This is an optimization exercise on Yosys and OpenROAD, whose aim is small area, a short achievable clock period and few clock cycles, not a production implementation. Only simulation tests tie the RTL to the original design; equivalence was not proved. Power figures rest on the tool's default switching activity, not on a simulated workload.

==> flow/design.v <==
package kcc_pkg;
	localparam int MAX_VERTICES_DEF = 64;
	localparam int MAX_CLIQUE_DEF   = 16;
	localparam logic [1:0] MODE_CLEAR = 2'd0;
	localparam logic [1:0] MODE_EDGE  = 2'd1;
	localparam logic [1:0] MODE_COUNT = 2'd2;
endpackage
module k_clique_counter (
	input  logic        clk,
	input  logic        arst_n,
	input  logic        in_valid,
	output logic        in_stall,
	input  logic [13:0] in_word,
	output logic        out_valid,
	input  logic        out_stall,
	output logic [32:0] out_word,
	input  logic        cfg_we,
	input  logic [1:0]  cfg_index,
	input  logic [6:0]  cfg_data
);
	localparam logic [1:0] PH_IDLE   = 2'd0;
	localparam logic [1:0] PH_SEARCH = 2'd1;
	localparam logic [1:0] PH_FIN1   = 2'd2;
	localparam logic [1:0] PH_FIN2   = 2'd3;
	function automatic logic [4:0] therm5_64(input logic [63:0] x);
		logic [319:0] t;
		logic [4:0]   a, b, c;
		for (int i = 0; i < 64; i++) t[5*i +: 5] = {4'b0000, x[i]};
		for (int w = 32; w >= 1; w = w / 2) begin
			for (int i = 0; i < w; i++) begin
				a = t[10*i +: 5];
				b = t[10*i+5 +: 5];
				c[0] = a[0] | b[0];
				c[1] = a[1] | b[1] | (a[0] & b[0]);
				c[2] = a[2] | b[2] | (a[1] & b[0]) | (a[0] & b[1]);
				c[3] = a[3] | b[3] | (a[2] & b[0]) | (a[1] & b[1]) | (a[0] & b[2]);
				c[4] = a[4] | b[4] | (a[3] & b[0]) | (a[2] & b[1]) | (a[1] & b[2]) | (a[0] & b[3]);
				t[5*i +: 5] = c;
			end
		end
		therm5_64 = t[4:0];
	endfunction
	function automatic logic [3:0] therm4_64(input logic [63:0] x);
		logic [255:0] t;
		logic [3:0]   a, b, c;
		for (int i = 0; i < 64; i++) t[4*i +: 4] = {3'b000, x[i]};
		for (int w = 32; w >= 1; w = w / 2) begin
			for (int i = 0; i < w; i++) begin
				a = t[8*i +: 4];
				b = t[8*i+4 +: 4];
				c[0] = a[0] | b[0];
				c[1] = a[1] | b[1] | (a[0] & b[0]);
				c[2] = a[2] | b[2] | (a[1] & b[0]) | (a[0] & b[1]);
				c[3] = a[3] | b[3] | (a[2] & b[0]) | (a[1] & b[1]) | (a[0] & b[2]);
				t[4*i +: 4] = c;
			end
		end
		therm4_64 = t[3:0];
	endfunction
	function automatic logic ge2_64(input logic [63:0] x);
		logic [63:0] a, t;
		a = x;
		t = '0;
		for (int w = 32; w >= 1; w = w / 2) begin
			for (int i = 0; i < w; i++) begin
				t[i] = t[2*i] | t[2*i+1] | (a[2*i] & a[2*i+1]);
				a[i] = a[2*i] | a[2*i+1];
			end
		end
		ge2_64 = t[0];
	endfunction
	function automatic logic [7:0] lowest8(input logic [7:0] x);
		logic [7:0] p;
		p = x;
		for (int s = 1; s < 8; s = s * 2) p = p | (p << s);
		lowest8 = x & ~(p << 1);
	endfunction
	function automatic logic [47:0] pop4x16(input logic [63:0] x);
		for (int i = 0; i < 16; i++)
			pop4x16[3*i +: 3] = {2'b00, x[4*i]} + {2'b00, x[4*i+1]} + {2'b00, x[4*i+2]} + {2'b00, x[4*i+3]};
	endfunction
	function automatic logic [3:0] msb16(input logic [15:0] x);
		logic [7:0] a1;
		logic [3:0] a2;
		logic [1:0] a3;
		for (int i = 0; i < 8; i++) a1[i] = x[2*i] | x[2*i+1];
		for (int i = 0; i < 4; i++) a2[i] = a1[2*i] | a1[2*i+1];
		for (int i = 0; i < 2; i++) a3[i] = a2[2*i] | a2[2*i+1];
		msb16[3] = a3[1];
		msb16[2] = a3[1] ? a2[3] : a2[1];
		case (msb16[3:2])
			2'd0: msb16[1] = a1[1];
			2'd1: msb16[1] = a1[3];
			2'd2: msb16[1] = a1[5];
			default: msb16[1] = a1[7];
		endcase
		msb16[0] = x[{msb16[3:1], 1'b1}];
	endfunction
	function automatic logic [63:0] lowest64(input logic [63:0] x);
		logic [63:0] p;
		p = x;
		for (int s = 1; s < 64; s = s * 2) p = p | (p << s);
		lowest64 = x & ~(p << 1);
	endfunction
	logic [6:0] vc_q;
	logic [4:0] k_q;
	logic [5:0] off_q;
	logic [6:0] stride_q;
	always_ff @(posedge clk or negedge arst_n) begin
		if (!arst_n) begin
			vc_q     <= 7'd64;
			k_q      <= 5'd3;
			off_q    <= 6'd0;
			stride_q <= 7'd1;
		end else if (cfg_we) begin
			case (cfg_index)
				2'd0: vc_q     <= cfg_data[6:0];
				2'd1: k_q      <= cfg_data[4:0];
				2'd2: off_q    <= cfg_data[5:0];
				2'd3: stride_q <= cfg_data[6:0];
				default: ;
			endcase
		end
	end
	logic [6:0] nv;
	assign nv = (vc_q > 7'd64) ? 7'd64 : vc_q;
	logic [63:0] vmask;
	always_comb begin
		for (int j = 0; j < 64; j++) vmask[j] = (7'(j) < nv);
	end
	logic        in_stall_q;
	logic [13:0] word_q;
	logic        wv_q;
	logic        e_clr_q, e_ok_q;
	logic [5:0]  e_lo_q, e_hi_q;
	logic        accept;
	assign accept   = in_valid & ~in_stall_q;
	assign in_stall = in_stall_q;
	always_ff @(posedge clk) word_q <= in_word;
	always_ff @(posedge clk or negedge arst_n) begin
		if (!arst_n) begin
			wv_q       <= 1'b0;
			e_clr_q    <= 1'b1;
			e_ok_q     <= 1'b0;
		end else begin
			wv_q       <= accept;
			e_clr_q    <= w_clr;
			e_ok_q     <= w_edge;
		end
	end
	logic [1:0] w_mode;
	logic [5:0] w_a, w_b, w_lo, w_hi;
	logic       w_edge, w_clr, w_count;
	assign w_mode  = word_q[13:12];
	assign w_a     = word_q[11:6];
	assign w_b     = word_q[5:0];
	assign w_lo    = (w_a < w_b) ? w_a : w_b;
	assign w_hi    = (w_a < w_b) ? w_b : w_a;
	assign w_edge  = wv_q & (w_mode == 2'd1) & ({1'b0, w_a} < nv) & ({1'b0, w_b} < nv);
	assign w_clr   = wv_q & (w_mode == 2'd0);
	always_ff @(posedge clk) begin
		e_lo_q <= w_lo;
		e_hi_q <= w_hi;
	end
	assign w_count = wv_q & (w_mode == 2'd2);
	logic [63:0] wrow_n, wcol_n;
	always_comb begin
		for (int i = 0; i < 64; i++) begin
			wrow_n[i] = ~(e_ok_q & (e_lo_q == 6'(i)));
			wcol_n[i] = ~(e_hi_q == 6'(i));
		end
	end
	logic [63:0] adj [64];
	for (genvar r = 0; r < 64; r++) begin : g_row
		for (genvar c = 0; c < 64; c++) begin : g_col
			if (c > r) begin : g_bit
				logic qn;
				always_ff @(posedge clk) qn <= (qn | e_clr_q) & (wrow_n[r] | wcol_n[c]);
				assign adj[r][c] = ~qn;
			end else begin : g_zero
				assign adj[r][c] = 1'b0;
			end
		end
	end
	logic [1:0]  phase_q;
	logic [1:0]  fin_q;
	logic [63:0] cur_f, cur_b;
	logic [3:0]  t_f, t_b;
	logic [15:0] alive_f, alive_b;
	logic [3:0]  ptgt_f, ptgt_b;    
	logic        anyal_f, anyal_b;  
	logic [3:0]  lvl_f [64];
	logic [3:0]  lvl_b [64];
	logic        act_f, act_b;
	logic [63:0] nxt_q;
	logic [5:0]  nsv_q;
	logic        nsv_ok_q;
	logic [47:0] g_q;
	logic [19:0] h_q;
	logic [6:0]  pc_q;
	logic [31:0] count_q;
	logic        out_valid_q;
	logic [32:0] out_q;
	logic searching;
	assign searching = (phase_q == PH_SEARCH);
	logic [63:0]  oh_f, rem_f, rd, opnd, loh;
	logic [7:0]   gany, gfirst;
	logic [511:0] grd;
	always_comb begin
		for (int g = 0; g < 8; g++) begin
			loh[8*g +: 8] = lowest8(cur_f[8*g +: 8]);
			gany[g]       = |cur_f[8*g +: 8];
		end
		gfirst = lowest8(gany);
		for (int r = 0; r < 64; r++) oh_f[r] = loh[r] & gfirst[r/8];
		rem_f = cur_f & ~oh_f;
		for (int g = 0; g < 8; g++) begin
			for (int c = 0; c < 64; c++) begin
				grd[64*g + c] = 1'b0;
				for (int r = 8*g; r < 8*g + 8; r++)
					if (r < c) grd[64*g + c] = grd[64*g + c] | (loh[r] & adj[r][c]);
			end
		end
		for (int c = 0; c < 64; c++) begin
			rd[c] = 1'b0;
			for (int g = 0; g < 8; g++) rd[c] = rd[c] | (gfirst[g] & grd[64*g + c]);
		end
		opnd = (t_f == 4'd0) ? vmask : rem_f;
	end
	always_ff @(posedge clk) nxt_q <= (k_q == 5'd1) ? oh_f : (opnd & rd);
	logic [4:0]  need_f;        
	logic [4:0]  th_f;
	logic        viable_f, tae_f, leafpar_f, k_one;
	assign need_f = k_q - {1'b0, t_f};
	assign th_f   = therm5_64(cur_f);
	assign k_one  = (k_q == 5'd1);
	always_comb begin
		case (need_f)
			5'd0, 5'd1: viable_f = 1'b1;
			5'd2:       viable_f = th_f[1];
			5'd3:       viable_f = th_f[2];
			default:    viable_f = th_f[3];
		endcase
		case (need_f)
			5'd0:       tae_f = 1'b1;
			5'd1:       tae_f = th_f[1];
			5'd2:       tae_f = th_f[2];
			5'd3:       tae_f = th_f[3];
			default:    tae_f = th_f[4];
		endcase
		if (t_f == 4'd0) begin
			viable_f = 1'b1;
			tae_f    = 1'b0;
		end
		leafpar_f = k_one | (need_f == 5'd2);
	end
	logic [63:0] recon_f;
	always_comb begin
		for (int j = 0; j < 64; j++) recon_f[j] = (lvl_f[j] >= ptgt_f);
	end
	logic [3:0]  ptgt;
	logic        any_alive, viable, tae, leafpar, t0;
	assign ptgt      = ptgt_b;
	assign any_alive = anyal_b;
	logic [63:0] recon;
	always_ff @(posedge clk) begin
		recon     <= recon_f;
		viable    <= viable_f;
		tae       <= tae_f;
		leafpar   <= leafpar_f;
		t0        <= (t_f == 4'd0);
	end
	logic [63:0] oh_b, rem_b;
	logic        push_ok, push, op, stay, popl, grab;
	assign oh_b    = lowest64(cur_b);
	assign rem_b   = cur_b & ~oh_b;
	assign push_ok = ge2_64(nxt_q);
	assign op      = searching & act_b & viable;
	assign push    = op & ~leafpar & push_ok;
	assign stay    = op & ~push & tae;
	assign popl = act_b & ~push & ~stay & any_alive;
	assign grab = ~push & ~stay & ~popl;     
	logic [7:0]  nsv_sum;
	logic [63:0] nsv_oh;
	logic        k_ok;
	assign nsv_sum = {2'b0, nsv_q} + {1'b0, stride_q};
	assign k_ok    = (k_q != 5'd0) && (k_q <= 5'd16);
	always_comb begin
		for (int j = 0; j < 64; j++) nsv_oh[j] = (nsv_q == 6'(j));
	end
	logic sat, done;
	assign sat  = (count_q == 32'hFFFF_FFFF);
	assign done = searching & ((~act_f & ~act_b & ~nsv_ok_q) | sat);
	always_ff @(posedge clk or negedge arst_n) begin
		if (!arst_n) begin
			phase_q <= PH_IDLE;
			fin_q   <= 2'd0;
		end else begin
			case (phase_q)
				PH_IDLE:   if (w_count) phase_q <= k_ok ? PH_SEARCH : PH_FIN1;
				PH_SEARCH: if (done) phase_q <= PH_FIN1;
				PH_FIN1:   if (fin_q == 2'd2) phase_q <= PH_FIN2;
				PH_FIN2:   if (!out_valid_q) phase_q <= PH_IDLE;
				default:   phase_q <= PH_IDLE;
			endcase
			fin_q <= (phase_q == PH_FIN1) ? fin_q + 2'd1 : 2'd0;
		end
	end
	logic [15:0] alive_below;
	always_comb begin
		for (int i = 0; i < 16; i++) alive_below[i] = alive_b[i] & (4'(i) < ptgt);
	end
	always_ff @(posedge clk) begin
		cur_b   <= cur_f;
		t_b     <= t_f;
		alive_b <= alive_f;
		ptgt_b  <= ptgt_f;
		anyal_b <= anyal_f;
		act_b   <= act_f;
		for (int j = 0; j < 64; j++) lvl_b[j] <= lvl_f[j];
		if (push) begin
			cur_f   <= nxt_q;
			t_f     <= t_b + 4'd1;
			alive_f <= alive_b;
			if (!t0) alive_f[t_b] <= tae;
			ptgt_f  <= (tae & ~t0) ? t_b : ptgt_b;
			anyal_f <= anyal_b | (tae & ~t0);
			act_f   <= 1'b1;
		end else if (stay) begin
			cur_f   <= rem_b;
			t_f     <= t_b;
			alive_f <= alive_b;
			ptgt_f  <= ptgt_b;
			anyal_f <= anyal_b;
			act_f   <= 1'b1;
		end else if (popl) begin
			cur_f   <= recon;
			t_f     <= ptgt;
			alive_f <= alive_below;
			ptgt_f  <= msb16(alive_below);
			anyal_f <= |alive_below;
			act_f   <= 1'b1;
		end else begin
			cur_f   <= nsv_oh;
			t_f     <= 4'd0;
			alive_f <= '0;
			ptgt_f  <= 4'd0;
			anyal_f <= 1'b0;
			act_f   <= searching & nsv_ok_q;
			if (searching & nsv_ok_q) begin
				nsv_q    <= nsv_sum[5:0];
				nsv_ok_q <= (stride_q != 7'd0) && ({1'b0, nsv_sum} < {1'b0, nv});
			end
		end
		if (phase_q == PH_IDLE) begin
			act_f    <= 1'b0;
			act_b    <= 1'b0;
			nsv_q    <= off_q;
			nsv_ok_q <= ({1'b0, off_q} < nv);
		end
		for (int j = 0; j < 64; j++) begin
			if (op & t0) lvl_f[j] <= 4'd0;
			else if (op & oh_b[j]) lvl_f[j] <= t_b - 4'd1;
			else if (push & rem_b[j]) lvl_f[j] <= t_b;
			else lvl_f[j] <= lvl_b[j];
		end
	end
	logic [32:0] sum;
	logic [31:0] sum_sat;
	assign sum     = {1'b0, count_q} + {26'b0, pc_q};
	assign sum_sat = sum[32] ? 32'hFFFF_FFFF : sum[31:0];
	always_ff @(posedge clk) begin
		g_q <= (op & leafpar) ? pop4x16(nxt_q) : '0;
		for (int i = 0; i < 4; i++)
			h_q[5*i +: 5] <= {2'b0, g_q[12*i +: 3]} + {2'b0, g_q[12*i+3 +: 3]}
				+ {2'b0, g_q[12*i+6 +: 3]} + {2'b0, g_q[12*i+9 +: 3]};
		if (phase_q == PH_IDLE) begin
			pc_q    <= '0;
			count_q <= '0;
		end else begin
			pc_q    <= {2'b0, h_q[4:0]} + {2'b0, h_q[9:5]} + {2'b0, h_q[14:10]} + {2'b0, h_q[19:15]};
			count_q <= sum_sat;
		end
	end
	logic out_load;
	assign out_load = (phase_q == PH_FIN2) & ~out_valid_q;
	always_ff @(posedge clk or negedge arst_n) begin
		if (!arst_n) begin
			out_valid_q <= 1'b0;
			in_stall_q  <= 1'b0;
		end else begin
			out_valid_q <= out_load | (out_valid_q & out_stall);
			if (in_stall_q) in_stall_q <= ~out_load;
			else in_stall_q <= in_valid & (in_word[13:12] == 2'd2);
		end
	end
	always_ff @(posedge clk) begin
		if (out_load) out_q <= {sum_sat, (sum_sat == 32'hFFFF_FFFF)};
	end
	assign out_valid = out_valid_q;
	assign out_word  = out_q;
endmodule
==> flow/run.sh <==
#!/bin/bash
# synth_recipe.tcl (not shown) runs the flow's synth.tcl, then flattens the netlist and writes it again
# the make line also repeats each setting of config.mk as NAME=value (left out here)
make -C /OpenROAD-flow-scripts/flow DESIGN_CONFIG=/design/flow/config.mk WORK_HOME=/design/flow/orfs CLKGATE_MAP_FILE= SYNTH_SCRIPT=/design/flow/synth_recipe.tcl finish
==> flow/config.mk <==
export PLATFORM = sky130hd
export DESIGN_NAME = k_clique_counter
export DESIGN_NICKNAME = k_clique_counter
export VERILOG_FILES = /design/flow/design.v
export SDC_FILE = /design/flow/constraint.sdc
export NUM_CORES = 4
export LEC_CHECK = 0
export CAP_MARGIN = 20
export CORE_MARGIN = 2
export CORE_UTILIZATION = 40
export CTS_CLUSTER_DIAMETER = 70
export CTS_CLUSTER_SIZE = 20
export SETUP_SLACK_MARGIN = 4.3
export SLEW_MARGIN = 20
==> flow/constraint.sdc <==
create_clock -name core_clock -period 8.0 [get_ports {clk}]
set_input_delay 1.6000 -clock core_clock [delete_from_list [all_inputs] [get_ports {clk}]]
set_output_delay 1.6000 -clock core_clock [all_outputs]
set_load 0.01 [all_outputs]
==> results.py, run 1 <==
metrics = {
    "run_status": {
        "status": "timing/DRC/antenna clean",
    },
    "power": {
        "seqPwrFrac": 0.416,
        "comb_power_share": 0.359,
        "ir_drop_mv": 0.3860,
        "power-per-cell-area_mw_per_mm2": 333.3,
        "power.switching_w": 0.01828,
        "p_sw_frac": 0.4085,
        "p_leak_nw": 48.53,
        "power.internal_w": 0.02647,
        "p_clk_frac": 0.225,
    },
    "clock_network": {
        "clk_pin_slew_ns": 0.09,
        "cts.sinks": 3045,
        "clkLatencyLatePin_ns": 0.94,
        "tritoncts": "built",
        "clk_path_buf_depth": 4,
        "numCtsBuffers": 190,
        "htree_levels": 4,
        "cts-root-buf": "clkbuf_16",
    },
    "logic_synthesis": {
        "synth-edff-count": 40,
        "yosysSeqAreaShare": 0.5009,
        "syn_area_mm2": 0.1229,
        "synth_nets": 14698,
        "syn_inst": 14222,
        "yosysWarnings": 4,
        "ys_async_sr_fraction": 0.01117,
        "synth_cell_types": 107,
        "yosys_most_used_dff": "dfxtp_1",
        "ys_ff_latch": 3045,
        "avgSynthCellArea_um2": 8.638,
    },
    "sta": {
        "finalWorstSetupSlack_ns": 4.124,
        "setup_viol": 0,
        "max_freq_ghz": 0.2580,
        "fin_skew_ns": 0.09313,
        "relSlewSlack": 0.2006,
        "rsz0062_at_grt": "true",
        "worst_pin_slew_ns": 1.193,
        "slew_viol_final": 0,
        "period_minus_slack_ns": 3.876,
        "finalHoldViolations": 0,
        "hold_slack_ns": 0.3177,
        "period_share": 0.4845,
        "tns_ns": 0,
    },
    "layout": {
        "drive_gt1_frac": 0.07155,
        "fillerInstances": 30291,
        "final_common_cell": "dfxtp_1",
        "stdcell_count": 17805,
        "final_cell_area_mm2": 0.1343,
        "most-common-layout-cells": "2937 x dfxtp_1, 2460 x nor2_1, 2052 x a21oi_1",
        "layout.nets": 14105,
        "multi_input_area_mm2": 0.05765,
        "seqCellArea_mm2": 0.06160,
        "area_growth_pct": 9.289,
    },
    "global_route": {
        "antenna_found_initial": 25,
        "grt_max_degree": 206,
        "grt_pass1_vias": 97018,
        "grt_overflow_total": 0,
        "groute.usage.overall": 0.2797,
        "grt_pass1_wl_um": 661200,
    },
    "critical_path": {
        "cp.required_ns": 8.67,
        "cp_data_arrival_time_ns": 4.55,
        "cp-start-kind": "flip-flop",
        "critical_path.cell_chain": "nand2b_1 -> o22ai_1 -> o21ai_0 -> o21ai_0 -> nor3_1 -> o21ai_0 -> or4_1 -> nand3_1 -> o31ai_1",
        "path_class": "flip-flop to flip-flop",
        "cp-end-kind": "flip-flop",
        "slowest_stage": "or4_1",
        "crit_top_cell": "o21ai_0",
        "max_stage_delay_ns": 0.61,
        "r2r_cells": 9,
        "worstPathMaxFanout": 13,
    },
    "place": {
        "dpl.cell_count": 17483,
        "port_buffers": 62,
        "globalplace.congestion": 0.9771,
        "place_ws_ns": 3.519,
        "hpwl_um": 288000,
        "dpl-instance-area_mm2": 0.1271,
    },
    "route": {
        "via_count": 106691,
        "viasPerCell": 5.992,
        "routedWlPerCell_um": 25.59,
        "first_pass_iters": 8,
        "wl_um": 455700,
        "drt_iter0_drc": 13906,
        "antenna_left": 0,
        "drcViolationCount": 0,
    },
    "min_path": {
        "hold-path-cell-count": 0,
        "hp-class": "flip-flop to flip-flop",
    },
    "die": {
        "initial_core_util": 0.4017,
        "core_mm2": 0.3058,
        "die_area_mm2": 0.3116,
        "die_y_um": 558.2,
        "die_w_um": 558.2,
        "io_pins": 63,
        "rows": 203,
    },
    "flow_run": {
        "maxCapViolations": 0,
    },
}
==> layout make-up <==
cell class | count | share of cell area
Antenna cell | 9 | 0.0001677
Clock buffer | 220 | 0.03726
Clock inverter | 39 | 0.003793
Inverter | 249 | 0.006989
Multi-Input combinational cell | 9779 | 0.4294
Sequential cell | 3045 | 0.4588
Tap cell | 4100 | 0.03821
Timing Repair Buffer | 364 | 0.02539
==> registers in the layout, summed over array words and instances, names as in the netlist, 7 cells and up <==
register / flops
stride_q: 7
alive_b: 15
cur_f: 64
alive_f: 15
g_row.g_col.g_bit.qn: 2016
word_q: 14
h_q: 20
lvl_f: 256
out_q: 33
cur_b: 64
count_q: 32
recon: 64
g_q: 48
nxt_q: 64
lvl_b: 256
vc_q: 7
pc_q: 7
==> per-stage QoR <==
step                  util  power (W)
finish              0.4391    0.04476
global route        0.4390    0.04630
CTS                 0.4364    0.04363
detailed placement  0.4157    0.03253
global placement    0.4154    0.03247
floorplan                -    0.02640
==> cells by family after synthesis <==
group / after synthesis / share of synthesized area
AOI/OAI and AO/OA: 4664 / 0.2314
xor gates and xnor gates: 31 / 0.002210
adders and majority gates: 466 / 0.05034
buffers and inverters: 1403 / 0.04347
DFF: 3045 / 0.5009
muxes: 127 / 0.01080
and+or+nand+nor: 4486 / 0.1609
==> layer usage <==
layer,vias to the layer above,part of all wire,global-route usage
li1,49124,-,-
met1,51664,0.42,0.3804
met4,20,0.053,0.1350
met5,-,0.00028,0
met2,4822,0.43,0.4292
met3,1061,0.090,0.04755
==> cells in the mapped netlist, drive strengths merged, types with 68 or more instances <==
cell,number,share of area
a21oi,2059,0.084
buf,129,0.0045
a211oi,165,0.010
nand2b,201,0.010
nand3,148,0.0061
o22ai,535,0.027
nand2,726,0.022
o21ai,731,0.030
a311oi,68,0.0048
ha,395,0.040
nor3,265,0.011
inv,244,0.0075
o221ai,210,0.015
and3,99,0.0050
nor2b,113,0.0058
dfxtp,2971,0.48
o22a,355,0.025
a31oi,127,0.0065
clkbuf,1025,0.031
mux2i,83,0.0068
nor2,2561,0.078
==> critical path: cells and delay by family, from the launching register on <==
family          cells  cell delay (ns)
compound gates      5             1.24
simple gates        4             1.84
flops               1             0.58
==> path summary, 6_finish.rpt <==
check                        startpoint      endpoint  slack, ns
setup / recovery              cur_f[49]     nxt_q[55]       4.12
hold / removal             lvl_f[40][0]  lvl_b[40][0]       0.32
setup reg to reg              cur_f[49]     nxt_q[55]       4.12
hold reg to reg            lvl_f[40][0]  lvl_b[40][0]       0.32
max in group asynchronous        arst_n        k_q[3]       6.68
min in group asynchronous        arst_n      fin_q[0]       0.78
==> repair_timing <==
item,CTS,global route
cloned,4,4
hold buffers,0,0
gates resized for setup,144,109
pin swaps,8,12
setup buffers,21,25
setup endpoints to repair,337,273
==> power by group through the flow <==
stage / clock network [W] / registers [W] / logic, W
2_1_floorplan: 0 / 0.0180 / 0.00836
4_1_cts: 0.0102 / 0.0185 / 0.0149
3_3_place_gp: 0 / 0.0188 / 0.0136
6_report: 0.0101 / 0.0186 / 0.0161
5_1_grt: 0.0107 / 0.0188 / 0.0168
3_5_place_dp: 0 / 0.0189 / 0.0137
Testbench counts, summed over its fixed seeds: cycles 97,432.
==> inputs of run 2 (changes only) <==
--- a/flow/config.mk
+++ b/flow/config.mk
@@ -10,5 +10,5 @@
 export CORE_UTILIZATION = 40
 export CTS_CLUSTER_DIAMETER = 70
 export CTS_CLUSTER_SIZE = 20
-export SETUP_SLACK_MARGIN = 4.3
+export SETUP_SLACK_MARGIN = 4.0
 export SLEW_MARGIN = 20
==> run 2 against run 1 <==
  * Area after synthesis did not move
  * Largest cell class unchanged
  * Power fell by 2.9%
  * First-iteration DRC count fell by 2.3%
  * Sequential cell count did not move
  * Combinational power fell by 8%
  * Sequential power barely moved
  * Largest power group unchanged
  * Register-to-register slack got worse by 0.24 ns
  * Still clean
==> results.py, run 2 <==
metrics = {
    "run_status": {
        "status": "timing/DRC/antenna clean",
    },
    "place": {
        "globalplace.congestion": 0.9771,
        "dpl.cell_count": 17483,
        "dpl-instance-area_mm2": 0.1271,
        "port_buffers": 62,
        "place_ws_ns": 3.519,
        "hpwl_um": 288000,
    },
    "logic_synthesis": {
        "synth-edff-count": 40,
        "syn_inst": 14222,
        "yosys_most_used_dff": "dfxtp_1",
        "synth.most_common_cell": "dfxtp_1",
        "yosys.area.top_type": "dfxtp_1",
        "ys_async_sr_fraction": 0.01117,
        "synthTopCellsByArea": "dfxtp_1 48%, a21oi_1 8.4%, nor2_1 7.8%",
        "syn_area_mm2": 0.1229,
        "yosysWarnings": 4,
        "synth_top_area_share": 0.4841,
        "synth_common_cells": "2971 x dfxtp_1, 2558 x nor2_1, 2059 x a21oi_1",
        "synth_nets": 14698,
        "avgSynthCellArea_um2": 8.638,
        "yosysSeqAreaShare": 0.5009,
        "ys_ff_latch": 3045,
        "synth_cell_types": 107,
    },
    "layout": {
        "fillerInstances": 30357,
        "stdcell_count": 17765,
        "final_common_cell": "dfxtp_1",
        "most-common-layout-cells": "2950 x dfxtp_1, 2465 x nor2_1, 2054 x a21oi_1",
        "top_register": "g_row.g_col.g_bit.qn",
        "reg_top3": "g_row.g_col.g_bit.qn: 2016 flops, lvl_b: 256 flops, lvl_f: 256 flops",
        "largest_reg_flops": 2016,
        "drive_gt1_frac": 0.06313,
        "multi_input_area_mm2": 0.05719,
        "seqCellArea_mm2": 0.06159,
        "area_growth_pct": 8.475,
        "final_cell_area_mm2": 0.1333,
        "layout.nets": 14063,
    },
    "global_route": {
        "grt_pass1_wl_um": 658900,
        "grt_overflow_total": 0,
        "grt_max_degree": 206,
        "antenna_found_initial": 25,
        "groute.usage.overall": 0.2785,
        "grt_pass1_vias": 96848,
    },
    "sta": {
        "period_share": 0.5144,
        "finalWorstSetupSlack_ns": 3.885,
        "worst_pin_slew_ns": 1.210,
        "relSlewSlack": 0.1892,
        "rsz0062_at_grt": "false",
        "setup_viol": 0,
        "max_freq_ghz": 0.2430,
        "tns_ns": 0,
        "finalHoldViolations": 0,
        "fin_skew_ns": 0.08485,
        "period_minus_slack_ns": 4.115,
        "slew_viol_final": 0,
    },
    "critical_path": {
        "worstPathMaxFanout": 28,
        "cp_data_arrival_time_ns": 4.81,
        "crit_top_cell": "buf_4",
        "r2r_slack_ns": 3.88,
        "cp-end-kind": "flip-flop",
        "cp-start-kind": "flip-flop",
        "r2r_cells": 9,
        "slowest_stage": "o311ai_1",
        "path_class": "flip-flop to flip-flop",
        "cp.required_ns": 8.69,
        "max_stage_delay_ns": 0.70,
        "critical_path.cell_chain": "nor4_4 -> buf_4 -> nand4b_1 -> buf_4 -> o221ai_1 -> nor3_1 -> o22ai_1 -> o311ai_1 -> o21ai_1",
        "r2r-start": "cur_f[10]",
        "reg2reg_to": "nxt_q[42]",
    },
    "min_path": {
        "hp-class": "flip-flop to flip-flop",
        "hold_end": "lvl_b[40][0]",
        "hold-path-cell-count": 0,
        "hp-start": "lvl_f[40][0]",
    },
    "route": {
        "via_count": 106089,
        "drt_iter0_drc": 13591,
        "routedWlPerCell_um": 25.44,
        "drcViolationCount": 0,
        "antenna_left": 0,
        "first_pass_iters": 7,
        "viasPerCell": 5.972,
        "wl_um": 451900,
    },
    "clock_network": {
        "clkLatencyLatePin_ns": 0.94,
        "cts-root-buf": "clkbuf_16",
        "cts.sinks": 3045,
        "clk_pin_slew_ns": 0.08,
        "clk_path_buf_depth": 4,
        "htree_levels": 4,
        "numCtsBuffers": 190,
        "tritoncts": "built",
    },
    "flow_run": {
        "maxCapViolations": 0,
    },
    "die": {
        "die_area_mm2": 0.3116,
        "die_w_um": 558.2,
        "io_pins": 63,
        "die_y_um": 558.2,
        "initial_core_util": 0.4017,
        "core_mm2": 0.3058,
        "rows": 203,
    },
    "power": {
        "totalPowerFinal_w": 0.04347,
        "p_leak_nw": 48.13,
        "ir_drop_mv": 0.5724,
        "power-per-cell-area_mw_per_mm2": 326.2,
    },
}
[run 2: final cells by class]
class,count,area share
inverter,249,0.007042
multi-input combinational,9777,0.4292
tap,4100,0.03849
antenna,11,0.0002066
sequential,3045,0.4621
clock inverter,39,0.003821
clock buffer,220,0.03754
timing repair buffer,324,0.02160
[run 2: through the flow]
stage	hold slack, ns	utilization
2_1_floorplan	0.3096	-
3_3_place_gp	0.3097	0.4154
3_5_place_dp	0.3121	0.4157
4_1_cts	0.3238	0.4346
5_1_grt	0.3278	0.4357
6_report	0.3224	0.4358
[run 2: worst max-delay path by stage]
stage          startpoint           end  slack, ns  cells past startpoint
2_1_floorplan   nxt_q[20]      nsv_ok_q       4.85                     11
4_1_cts         cur_f[16]     nxt_q[48]       3.88                     10
3_5_place_dp    nxt_q[52]     cur_f[20]       3.52                     12
3_3_place_gp     cur_f[6]     nxt_q[45]       3.21                      6
6_report        cur_f[10]     nxt_q[42]       3.88                      9
5_1_grt         nxt_q[52]  lvl_f[52][0]       3.96                     14
[run 2: layer usage]
| metal | wire length (um) | track usage | vias up | share of wire |
|---|---|---|---|---|
| li1 | - | - | 49021 | - |
| met1 | 191700 | 0.3793 | 51228 | 0.42 |
| met2 | 196600 | 0.4280 | 4757 | 0.44 |
| met3 | 39730 | 0.04633 | 1071 | 0.088 |
| met4 | 23800 | 0.1327 | 12 | 0.053 |
| met5 | 80 | 0 | - | 0.00018 |
[run 2: cells by family (layout without fill, tap and decap cells)]
logic type,after synthesis,after routing,share of synthesized area
adder cells (fa/ha/maj),466,466,0.05034
AO/OA/AOI/OAI,4664,4666,0.2314
buffers and inverters,1403,832,0.04347
AND/OR/NAND/NOR,4486,4487,0.1609
flip-flops,3045,3045,0.5009
multiplexers,127,127,0.01080
XOR/XNOR,31,31,0.002210
other,0,11,0
[run 2: worst max-delay path: cells and delay by family (launching register included)]
kind	cells	cell delay, ns
DFF	1	0.69
and+or+nand+nor	3	0.84
buffers and inverters	2	0.74
AOI/OAI and AO/OA	4	1.56
[run 2: timing repair]
action | CTS | global route
endpoints found under the setup margin | 307 | 260
hold buffers | 0 | 0
hold endpoints to repair | 0 | 0
cloned | 2 | 1
buffers inserted | 4 | 5
pin swaps | 2 | 6
resized for setup | 52 | 65
[run 2: report_power, final]
part           switching, W  internal (W)  total, W
combinational        0.0108       0.00404    0.0148
clock               0.00541       0.00465    0.0101
sequential          0.00164        0.0170    0.0186

[separate check: timing with driven ports]
No port has a modelled driver above. Below, the same layouts with a new extraction and two added sets of constraints. Step 1 sets driving cells, clkbuf_16 on the clock port and buf_2 on the other inputs (assumed; they add their load-dependent delay and slew). Step 2 moves the port delays by t, midway between the first and last clock arrival at a register: inputs arrive t later, outputs are due t later. That takes back most of the time a late clock gives input paths. Slacks: no drivers / after step 1 / after step 2; pairs: no drivers / after step 1.
| run | t, ns | slack for setup (ns) | worst setup path at the end | worst slew at a driven data input, ns |
|---|---|---|---|---|
| run 1 | 1.002 | 4.124 / 4.124 / 4.124 | register to register | 0.06 |
| run 2 | 1.000 | 3.885 / 3.885 / 3.885 | register to register | 0.06 |
After both steps every run listed still meets setup and hold.
